What follows belongs to an exercise in optimizing a design on an open flow for small area, a short achievable clock period and few clock cycles; a production flow would make more cautious choices. Where RTL was checked, it was by simulation tests only, not by an equivalence proof against the original. Power is estimated from default activity; no workload was simulated.

Setup of run A:
==> flow/design.v (excerpt) <==
module square_multiply_modexp_trace #(
    parameter int unsigned EXP_WIDTH = 32,
    parameter int unsigned MOD_WIDTH = 32
) (
    input  logic         i_clk,
    input  logic         i_rst_n,
    input  logic         s_axis_tvalid,
    output logic         s_axis_tready,
    input  logic [95:0]  s_axis_tdata,
    output logic         m_axis_tvalid,
    input  logic         m_axis_tready,
    output logic [71:0]  m_axis_tdata,
    output logic         m_axis_tuser,
    output logic         m_axis_tlast
);
Size: roughly 180 I/O pins, roughly 0.021 sq mm of cells after synthesis.
export LEC_CHECK = 0
export CAP_MARGIN = 20
export CORE_MARGIN = 2
export CORE_UTILIZATION = 50
export PLACE_DENSITY = 0.75
export SETUP_SLACK_MARGIN = 5
export SLEW_MARGIN = 20
export SYNTH_HIERARCHICAL = 1
export SYNTH_MINIMUM_KEEP_SIZE = 1000
create_clock -name core_clock -period 11.0 [get_ports {i_clk}]
standard.sh (not shown) runs the stock make flow with config.mk's settings and CLKGATE_MAP_FILE= SYNTH_SCRIPT=/design/flow/synth_recipe.tcl, a recipe that flattens the netlist after the stock synthesis.
==> flow/flow/run.sh <==
#!/bin/bash
# Layout flow: the standard layout (standard.sh, ORFS from synthesis to
# finish, unchanged synthesis), except that every input and output port gets
# a sky130_fd_sc_hd__buf_1 as its port buffer instead of the default cell that
# buffer_ports picks. The full output goes to standard.log in the work folder;
# ORFS keeps each step's own log under orfs/logs.
set -euo pipefail
bash standard.sh "BUFFER_PORTS_ARGS=-buffer_cell sky130_fd_sc_hd__buf_1" finish > standard.log 2>&1
Run A reached the final stage; the timing, DRC and antenna checks on its layout passed.
Testbench counts of run A, summed over its fixed seeds: cycles 61,419.
For run B, these inputs were changed with respect to run A:
Settings: a change of PLACE_DENSITY from 0.75 to 0.8; a deleted SYNTH_HIERARCHICAL that had been 1; a deleted SYNTH_MINIMUM_KEEP_SIZE that had been 1000; a change of CORE_UTILIZATION from 50 to 55.
[summary]
- Run B reports a higher fraction of standard cell area in multi-input logic than run A does.
- Summary of run B over run A: combinational power grew by about 5%; total power grew by 0.038 mW.
- Run A has higher routed wire length on met2 than run B.
- | fraction of final layout cells sized beyond drive strength 1 | run A vs run B | ≈ equal |
- Per the comparison of run B with run A, wire length of the first global-routing pass fell by 3.7%, number of standard cells in the layout, taps in and fillers out went down.
What run C does differently from run B at the input level:
Settings: CORE_UTILIZATION: 55 -> 45; PLACE_DENSITY: 0.8 -> 0.7.
[summary]
Going from run B to run C, power per standard cell area grows by about 0.7%.
NOTE: final period utilization in run C falls short of that of run B
Run C ended with less multi-input combinational area share than run B.
Comparing run B and run C, the higher effective utilization at floorplan was measured on run B.
Going from run B to run C, internal power summed over all cells grew by a few percent.
[run C] maximum number of pins on one net before global-route repair fell 2.1% relative to run B
~same sequential-cell power consumption in run B and run C
Relative to run C, the following input files were edited for run D:
Settings: an added CTS_BUF_LIST of sky130_fd_sc_hd__clkbuf_8; a change of PLACE_DENSITY from 0.7 to 0.6; a change of CORE_UTILIZATION from 45 to 40; an added CTS_CLUSTER_SIZE of 8.
### Flow results
Global-route usage in run D is 1.5 points below run C. Between run C and run D, number of global-route vias before repair is lower for run C, run D comes in above that. Looking at launch point of the worst path, the r_d2 result is from run C; the r_ds one comes from run D. When the final numbers for run C and run D were put side by side, the cell count after placement turned out to be greater in run D.
The inputs of run E differ from those of run D as listed below.
Settings: PLACE_DENSITY now 0.75, was 0.6; CORE_UTILIZATION now 50, was 40.
Findings:
- Run E: no failed stages, no open violations at the end
- Delta (run E minus run D): initial core utilization climbed 9.6 points, final cycle utilization of the critical path barely changed.
- Changes observed in run E relative to run D: number of buffers created by CTS fell 3, leakage power summed over all cells fell about 2.2%, final critical delay including setup and external delays about even, number of placed instances, taps included fell about 5%, final clock skew rose 0.011 ns.
Changes in run F relative to run E:
Settings: clearing CTS_CLUSTER_SIZE, which used to be 8; clearing CTS_BUF_LIST, which used to be sky130_fd_sc_hd__clkbuf_8.
--- outcome ---
- Clock share of power (higher): run F
- met1 capacity usage during global routing was higher in run E than in run F.
- Compared with run E, run F shows a count of clock-buffer cells in the layout that is about 40% lower.
- Run E → run F: number of nets in the layout fell 14; first-pass GRT wire length fell about 0.5%.
- Vias: run F fewer than run E
- Run F against run E: final RePlAce weighted congestion ~0 delta, wire length -about 1.2%.

---

nickel:
square_multiply_modexp_trace, a different RTL version from the one above (not shown whole).
Size in the first run: about 190 flip-flops, about 180 I/O pins, roughly 15000 um^2 of cells after synthesis.
==> flow/design.v (excerpt) <==
module square_multiply_modexp_trace #(
    parameter int unsigned EXP_WIDTH = 32,
    parameter int unsigned MOD_WIDTH = 32
) (
    input  logic         i_clk,
    input  logic         i_rst_n,
    input  logic         s_axis_tvalid,
    output logic         s_axis_tready,
    input  logic [95:0]  s_axis_tdata,
    output logic         m_axis_tvalid,
    input  logic         m_axis_tready,
    output logic [71:0]  m_axis_tdata,
    output logic         m_axis_tuser,
    output logic         m_axis_tlast
);
clock: 11.0 ns
lec_check: 0
cap_margin: 20
core_margin: 2
core_utilization: 40
setup_slack_margin: 5
slew_margin: 20
Scripts as last shown in full above: flow/flow/run.sh
### nickel -> amber
Settings: CORE_UTILIZATION now 45, was 40.
==> comparison <==
amber against nickel: global-route usage over all layers now sits higher, detailed-routing iteration count for the pre-antenna-repair pass went up, time the worst path needs with I/O delays and setup shows an increase of 0.082 ns, sum of routed wire length over all layers grew by about 2.3%, remaining global-route overflow flat. NOTE upper clock frequency limit nickel->amber decreased slightly. Final design instance area without fill, amber and nickel: higher on amber. nickel has a lower per-cell routed wire length than amber. Portion of the clock cycle consumed by the worst path in the final layout: amber > nickel. Diff nickel -> amber | non-clock buffer count | up slightly. On worst hold slack, amber and nickel are neck and neck.
No functional check of the RTL was part of any run of this note.

---

## old
square_multiply_modexp_trace, a different RTL version from the one above (not shown whole).
Size in the first run: roughly 1,600 cells after synthesis, about 190 flip-flops, roughly 180 I/O pins.
## square_multiply_modexp_trace
module square_multiply_modexp_trace #(
    parameter int unsigned EXP_WIDTH = 32,
    parameter int unsigned MOD_WIDTH = 32
) (
    input  logic         i_clk,
    input  logic         i_rst_n,
    input  logic         s_axis_tvalid,
    output logic         s_axis_tready,
    input  logic [95:0]  s_axis_tdata,
    output logic         m_axis_tvalid,
    input  logic         m_axis_tready,
    output logic [71:0]  m_axis_tdata,
    output logic         m_axis_tuser,
    output logic         m_axis_tlast
);
==> flow/config.mk <==
export PLATFORM = sky130hd
export DESIGN_NAME = square_multiply_modexp_trace
export DESIGN_NICKNAME = square_multiply_modexp_trace
export VERILOG_FILES = /design/flow/design.v
export SDC_FILE = /design/flow/constraint.sdc
export NUM_CORES = 4
export LEC_CHECK = 0
export ABC_AREA = 1
export CAP_MARGIN = 20
export CORE_MARGIN = 2
export CORE_UTILIZATION = 40
export CTS_BUF_LIST = sky130_fd_sc_hd__clkbuf_8
export CTS_CLUSTER_SIZE = 8
export SETUP_SLACK_MARGIN = 5
export SLEW_MARGIN = 20
==> flow/constraint.sdc <==
create_clock -name core_clock -period 11.0 [get_ports {i_clk}]
set_input_delay 2.2000 -clock core_clock [delete_from_list [all_inputs] [get_ports {i_clk}]]
set_output_delay 2.2000 -clock core_clock [all_outputs]
set_load 0.01 [all_outputs]
Scripts as last shown in full above: flow/flow/run.sh
Per the final summary, old finished and its layout is clean on timing, DRC and antenna.
Testbench counts of old, summed over its fixed seeds: cycles 105,102.
Edits applied to the flow inputs when going from old to new:
Settings: ABC_AREA: 1 -> unset; PLACE_DENSITY: unset -> 0.75.
## What came out
- new went all the way through the flow, and no timing, DRC or antenna check failed.
- Fraction of standard cell area that is sequential ended up 1.4 points higher on new than on old.
- Looking at sequential power, new sits below old.
- In new the final-stage net count turned out 314 lower than in old.
- The number of multi-input combinational cells reported for new is smaller than that of old by 54.
- On fraction of layout cells with a size suffix above 1: between old and new, it ends up lower for new.
- Looking at post-route non-filler standard cell count across old and new, the one that comes out lower is new.
- Leakage component of the power down 16% in new wrt old
- On clock power share, the lower figure sits with old, not new.

---

The RTL this note starts from:
==> flow/design.v <==
package smme_pkg;
    localparam int unsigned FIELD_W = 32;
    localparam int unsigned ROW_W   = 5;
    typedef struct packed {
        logic [FIELD_W-1:0] base;
        logic [FIELD_W-1:0] expo;
        logic [FIELD_W-1:0] modulus;
        logic [5:0]         top;
        logic               empty;
    } t_job;
endpackage
module smme_step #(
    parameter int ARCH = 2
) (
    input  logic [31:0] i_r,
    input  logic        i_b,
    input  logic [31:0] i_y,
    input  logic [31:0] i_m,
    output logic [31:0] o_r
);
    logic [33:0] w_s;
    logic [34:0] w_d1, w_d2;
    logic        w_c0, w_c1, w_c2;
    smme_add #(34, ARCH) u_s (
        .i_a({1'b0, i_r, i_b}), .i_b({2'b00, i_y}), .i_c(1'b0),
        .o_s(w_s), .o_co(w_c0));
    smme_add #(35, ARCH) u_d1 (
        .i_a({1'b0, w_s}), .i_b(~{3'b000, i_m}), .i_c(1'b1),
        .o_s(w_d1), .o_co(w_c1));
    smme_add #(35, ARCH) u_d2 (
        .i_a({1'b0, w_s}), .i_b(~{2'b00, i_m, 1'b0}), .i_c(1'b1),
        .o_s(w_d2), .o_co(w_c2));
    assign o_r = !w_d2[34] ? w_d2[31:0] : (!w_d1[34] ? w_d1[31:0] : w_s[31:0]);
endmodule
module smme_add #(
    parameter int W = 32,
    parameter int ARCH = 1
) (
    input  logic [W-1:0] i_a,
    input  logic [W-1:0] i_b,
    input  logic         i_c,
    output logic [W-1:0] o_s,
    output logic         o_co
);
    logic [W-1:0] p, g, G, P;
    always_comb begin
        p = i_a ^ i_b;
        g = i_a & i_b;
        g[0] = g[0] | (p[0] & i_c);
        G = g;
        P = p;
        if (ARCH == 0) begin
            for (int i = 1; i < W; i++) begin
                G[i] = G[i] | (P[i] & G[i-1]);
                P[i] = P[i] & P[i-1];
            end
        end else if (ARCH == 1) begin
            for (int l = 0; (1 << l) < W; l++)
                for (int i = (2 << l) - 1; i < W; i += (2 << l)) begin
                    G[i] = G[i] | (P[i] & G[i - (1 << l)]);
                    P[i] = P[i] & P[i - (1 << l)];
                end
            for (int l = 6; l >= 0; l--)
                for (int i = 3 * (1 << l) - 1; i < W; i += (2 << l)) begin
                    G[i] = G[i] | (P[i] & G[i - (1 << l)]);
                    P[i] = P[i] & P[i - (1 << l)];
                end
        end else if (ARCH == 2) begin
            for (int l = 0; (1 << l) < W; l++)
                for (int i = 0; i < W; i++)
                    if ((i >> l) & 1) begin
                        G[i] = G[i] | (P[i] & G[((i >> l) << l) - 1]);
                        P[i] = P[i] & P[((i >> l) << l) - 1];
                    end
        end else begin
            for (int l = 0; (1 << l) < W; l++)
                for (int i = W - 1; i >= (1 << l); i--) begin
                    G[i] = G[i] | (P[i] & G[i - (1 << l)]);
                    P[i] = P[i] & P[i - (1 << l)];
                end
        end
        o_s[0] = p[0] ^ i_c;
        for (int i = 1; i < W; i++) o_s[i] = p[i] ^ G[i-1];
        o_co = G[W-1];
    end
endmodule
module square_multiply_modexp_trace #(
    parameter int unsigned EXP_WIDTH = 32,
    parameter int unsigned MOD_WIDTH = 32
) (
    input  logic         i_clk,
    input  logic         i_rst_n,
    input  logic         s_axis_tvalid,
    output logic         s_axis_tready,
    input  logic [95:0]  s_axis_tdata,
    output logic         m_axis_tvalid,
    input  logic         m_axis_tready,
    output logic [71:0]  m_axis_tdata,
    output logic         m_axis_tuser,
    output logic         m_axis_tlast
);
    logic q_idle, q_red, q_sqr, q_mul;
    logic [31:0] r_m;      
    logic [32:0] r_e;      
    logic        r_ez;     
    logic [31:0] r_b;      
    logic [31:0] r_acc;    
    logic [31:0] r_sq;     
    logic [4:0]  r_cnt;    
    logic        r_first;  
    logic        r_bz0;    
    logic [4:0]  r_row;
    logic        r_valid, r_bit, r_last, r_user;
    logic        r_sr, r_ar, r_ya, r_ys, r_bi;
    logic        r_srcb;   
    logic [31:0] w_r, w_y, w_res;
    assign w_r = ({32{r_sr}} & r_sq) | ({32{r_ar}} & r_acc);
    assign w_y = ({32{r_ya}} & r_acc) | ({32{r_ys}} & r_sq);
    smme_step u_step (
        .i_r(w_r), .i_b(r_bi), .i_y(w_y), .i_m(r_m),
        .o_r(w_res)
    );
    logic [31:0] w_src;
    logic [4:0]  w_lead, w_next;
    logic        w_last, w_xn, w_mskip, w_jump;
    assign w_mskip = q_sqr && r_srcb;
    assign w_src = r_srcb ? r_b : r_acc;           
    always_comb begin
        w_lead = 5'd0;
        for (int k = 1; k < 32; k++)
            if (w_src[k]) w_lead = 5'(k);
    end
    assign w_last = r_first ? (w_src[31:1] == 31'd0 || (q_red && r_bz0))
                            : (r_cnt == 5'd0);
    assign w_jump = w_mskip && w_lead != 5'd0;
    assign w_next = (r_first || w_mskip ? w_lead : r_cnt) - 5'd1;
    assign w_xn   = w_src[w_next];
    logic w_op, w_hold, w_run, w_end, w_empty, w_tomul, w_emit, w_done, w_gosq, w_skip;
    logic w_ebit, w_elast;
    assign w_ebit  = r_e[32];                      
    assign w_elast = (r_e[31:0] == 32'h8000_0000);   
    assign w_op    = q_red | q_sqr | q_mul;
    assign w_hold  = r_valid && !m_axis_tready;    
    assign w_run   = w_op && !w_hold && !(q_red && w_last && !w_ebit && !r_ez);
    assign w_end   = w_run && w_last;
    assign w_empty = q_red && r_ez;                
    assign w_tomul = q_sqr && w_ebit;
    assign w_emit  = w_end && !w_tomul;            
    assign w_done  = w_emit && (w_empty || w_elast);   
    assign w_gosq  = w_emit && !w_done;
    assign w_skip  = q_red && !w_ebit && !r_ez;
    always_ff @(posedge i_clk) begin
        if (q_idle) begin
            r_m   <= s_axis_tdata[95:64];
            r_e   <= {s_axis_tdata[63:32], 1'b1};
            r_ez  <= (s_axis_tdata[63:32] == 32'd0);
            r_b   <= s_axis_tdata[31:0];
            r_bz0 <= (s_axis_tdata[31:0] == 32'd0) || (s_axis_tdata[63:32] == 32'd0);
            r_first <= 1'b1;
            r_srcb <= 1'b1;
            r_sr <= 1'b0;
            r_ar <= 1'b0;
            r_ya <= 1'b0;
            r_ys <= 1'b0;
            r_bi <= (s_axis_tdata[31:0] != 32'd0) && (s_axis_tdata[63:32] != 32'd0);
        end else begin
            if (w_skip || w_gosq) r_e <= {r_e[31:0], 1'b0};
            if (q_sqr && r_first && r_row == 5'd0) r_b <= r_acc;
            if (w_run) begin
                r_first <= w_end && !w_jump;
                r_cnt   <= w_next;
                if (w_end)
                    r_srcb <= w_tomul;
                else
                    r_srcb <= !q_sqr || (w_next == 5'd0 && w_ebit);
                if (w_jump) begin
                    r_sr <= 1'b0;
                    r_ar <= 1'b1;
                    r_ya <= 1'b0;
                    r_ys <= w_xn;
                    r_bi <= 1'b0;
                end else if (w_end) begin
                    r_sr <= 1'b0;
                    r_ar <= 1'b0;
                    r_ya <= w_gosq;
                    r_ys <= w_tomul;
                    r_bi <= 1'b0;
                end else begin
                    r_sr <= q_sqr;
                    r_ar <= !q_sqr;
                    r_ya <= w_xn && q_sqr;
                    r_ys <= w_xn && q_mul;
                    r_bi <= w_xn && q_red;
                end
            end
        end
        if (w_run) begin
            if (q_sqr) begin
                r_sq <= w_res;
                if (w_end) r_acc <= w_res;
            end else begin
                r_acc <= w_res;
            end
        end
        if (w_emit) begin
            r_bit  <= !w_empty && (q_red || q_mul);
            r_row  <= q_red ? 5'd0 : r_row + 5'd1;
            r_last <= w_done;
            r_user <= w_empty;
        end
        if (!i_rst_n) begin
            q_idle  <= 1'b1;
            q_red   <= 1'b0;
            q_sqr   <= 1'b0;
            q_mul   <= 1'b0;
            r_valid <= 1'b0;
        end else begin
            r_valid <= w_emit || w_hold;
            if (q_idle && s_axis_tvalid) begin
                q_idle <= 1'b0;
                q_red  <= 1'b1;
            end
            if (w_end) begin
                q_red  <= 1'b0;
                q_sqr  <= w_gosq;
                q_mul  <= w_tomul;
                q_idle <= w_done;
            end
        end
    end
    assign s_axis_tready = q_idle;
    assign m_axis_tvalid = r_valid;
    assign m_axis_tdata  = {2'b00, r_row, r_acc,
                            (r_row == 5'd0) ? {31'd0, !r_user} : r_sq, r_bit};
    assign m_axis_tuser  = r_user;
    assign m_axis_tlast  = r_last;
endmodule
export LEC_CHECK = 0
export CAP_MARGIN = 20
export CORE_MARGIN = 2
export CORE_UTILIZATION = 50
export PLACE_DENSITY = 0.75
export SETUP_SLACK_MARGIN = 5
export SLEW_MARGIN = 20
create_clock -name core_clock -period 11.0 [get_ports {i_clk}]
Scripts as last shown in full above: flow/flow/run.sh
The first run ran to the end with no violations.
Testbench counts at the start, summed over its fixed seeds: cycles 105,102.
Then changed:
--- a/flow/config.mk
+++ b/flow/config.mk
@@ -9,4 +9,6 @@
 export CORE_MARGIN = 2
-export CORE_UTILIZATION = 50
-export PLACE_DENSITY = 0.75
+export CORE_UTILIZATION = 45
+export CTS_BUF_LIST = sky130_fd_sc_hd__clkbuf_8
+export CTS_CLUSTER_SIZE = 6
+export PLACE_DENSITY = 0.7
 export SETUP_SLACK_MARGIN = 5
Power falls by 8.0%.
Synthesized area is unchanged.
Wire length barely changes.
Combinational power stays flat.
Core utilization goes down by 6.1 points.
Count of clock-buffer cells in the layout came out lower by 2.
Then changed:
--- a/flow/config.mk
+++ b/flow/config.mk
@@ -9,6 +9,3 @@
 export CORE_MARGIN = 2
-export CORE_UTILIZATION = 45
-export CTS_BUF_LIST = sky130_fd_sc_hd__clkbuf_8
-export CTS_CLUSTER_SIZE = 6
-export PLACE_DENSITY = 0.7
+export CORE_UTILIZATION = 40
 export SETUP_SLACK_MARGIN = 5
=> Maximum frequency decreases slightly. Design area increases slightly. Routed wire length increases by a few percent. Sequential cell count does not change. Synthesized cell count stays the same. Sequential power hardly moves. Register-to-register slack is worse by 0.08 ns. Final cell count increases by a few percent. Hold slack barely changes.
Then changed:
--- a/flow/config.mk
+++ b/flow/config.mk
@@ -9,3 +9,6 @@
 export CORE_MARGIN = 2
-export CORE_UTILIZATION = 40
+export CORE_UTILIZATION = 50
+export CTS_BUF_LIST = sky130_fd_sc_hd__clkbuf_8
+export CTS_CLUSTER_SIZE = 6
+export PLACE_DENSITY = 0.75
 export SETUP_SLACK_MARGIN = 5
Non-clock buffer count went down by 8.
Sequential power goes down by about 0.4%.
Setup slack is better by 0.019 ns.
Routed wire length went down by about 3.5%.
Total power fell by 6.0%.
Global-route usage rose by 4.4 points.
Cell count came out lower by 4.2%.
Worst hold slack is better by 0.0047 ns.
Then changed:
--- a/flow/config.mk
+++ b/flow/config.mk
@@ -9,6 +9,5 @@
 export CORE_MARGIN = 2
-export CORE_UTILIZATION = 50
+export CORE_UTILIZATION = 40
 export CTS_BUF_LIST = sky130_fd_sc_hd__clkbuf_8
-export CTS_CLUSTER_SIZE = 6
-export PLACE_DENSITY = 0.75
+export CTS_CLUSTER_SIZE = 8
 export SETUP_SLACK_MARGIN = 5
- The new run completed without violations
- worst setup slack got worse by 0.016 ns
- first-iteration DRC count went down by roughly a tenth
- global-route usage came out lower by 4.4 points
- via count goes down slightly
- total power decreases slightly
- critical path depth stays the same
- utilization decreases by 11 points
- wire length rises by a few percent

re-timing with driven ports:
The flow's constraints put no driver on any port. The routed layouts listed below were extracted and timed again, unchanged, in two steps. Step 1 (the two cells are an assumption about what drives the block):
set clk [get_ports {i_clk}]
set_driving_cell -lib_cell sky130_fd_sc_hd__clkbuf_16 $clk
set_driving_cell -lib_cell sky130_fd_sc_hd__buf_2 [delete_from_list [all_inputs] $clk]
Step 2 moves the port delays by t, midway between the first and last clock arrival at a register: inputs arrive t later, outputs are due t later. That takes back most of the time a late clock gives input paths. Three values: ideal, step 1, step 2; two values: the first two.
| run | t, ns | slack for setup (ns) | worst setup path at the end | latest minus earliest clock arrival (ns) | worst data-port slew with drivers (ns) |
|---|---|---|---|---|---|
| run A | 0.649 | 4.875 / 4.875 / 4.875 | register to register | 0.014 / 0.015 | 0.06 |
| run B | 0.649 | 4.475 / 4.475 / 4.475 | register to register | 0.027 / 0.027 | 0.07 |
| run C | 0.651 | 4.812 / 4.812 / 4.812 | register to register | 0.031 / 0.031 | 0.08 |
| run D | 0.700 | 4.916 / 4.916 / 4.916 | register to register | 0.035 / 0.036 | 0.07 |
| run E | 0.689 | 4.917 / 4.917 / 4.917 | register to register | 0.047 / 0.047 | 0.06 |
| run F | 0.649 | 4.990 / 4.990 / 4.990 | register to register | 0.017 / 0.018 | 0.06 |
| nickel | 0.504 | 4.974 / 4.974 / 4.974 | register to register | 0.015 / 0.015 | 0.05 |
| amber | 0.510 | 4.892 / 4.892 / 4.892 | register to register | 0.015 / 0.015 | 0.05 |
| old | 0.540 | 5.137 / 5.137 / 5.137 | register to register | 0.015 / 0.015 | 0.04 |
| new | 0.523 | 5.196 / 5.196 / 5.196 | register to register | 0.022 / 0.022 | 0.06 |
| the first run of note 4 | 0.490 | 5.168 / 5.168 / 5.168 | register to register | 0.011 / 0.010 | 0.07 |
| the second run of note 4 | 0.534 | 5.244 / 5.244 / 5.244 | register to register | 0.029 / 0.029 | 0.08 |
| the third run of note 4 | 0.516 | 5.166 / 5.166 / 5.166 | register to register | 0.013 / 0.012 | 0.07 |
| the fourth run of note 4 | 0.530 | 5.185 / 5.185 / 5.185 | register to register | 0.015 / 0.015 | 0.08 |
| the fifth run of note 4 | 0.539 | 5.168 / 5.168 / 5.168 | register to register | 0.019 / 0.020 | 0.06 |
After both steps every run listed still meets setup and hold.
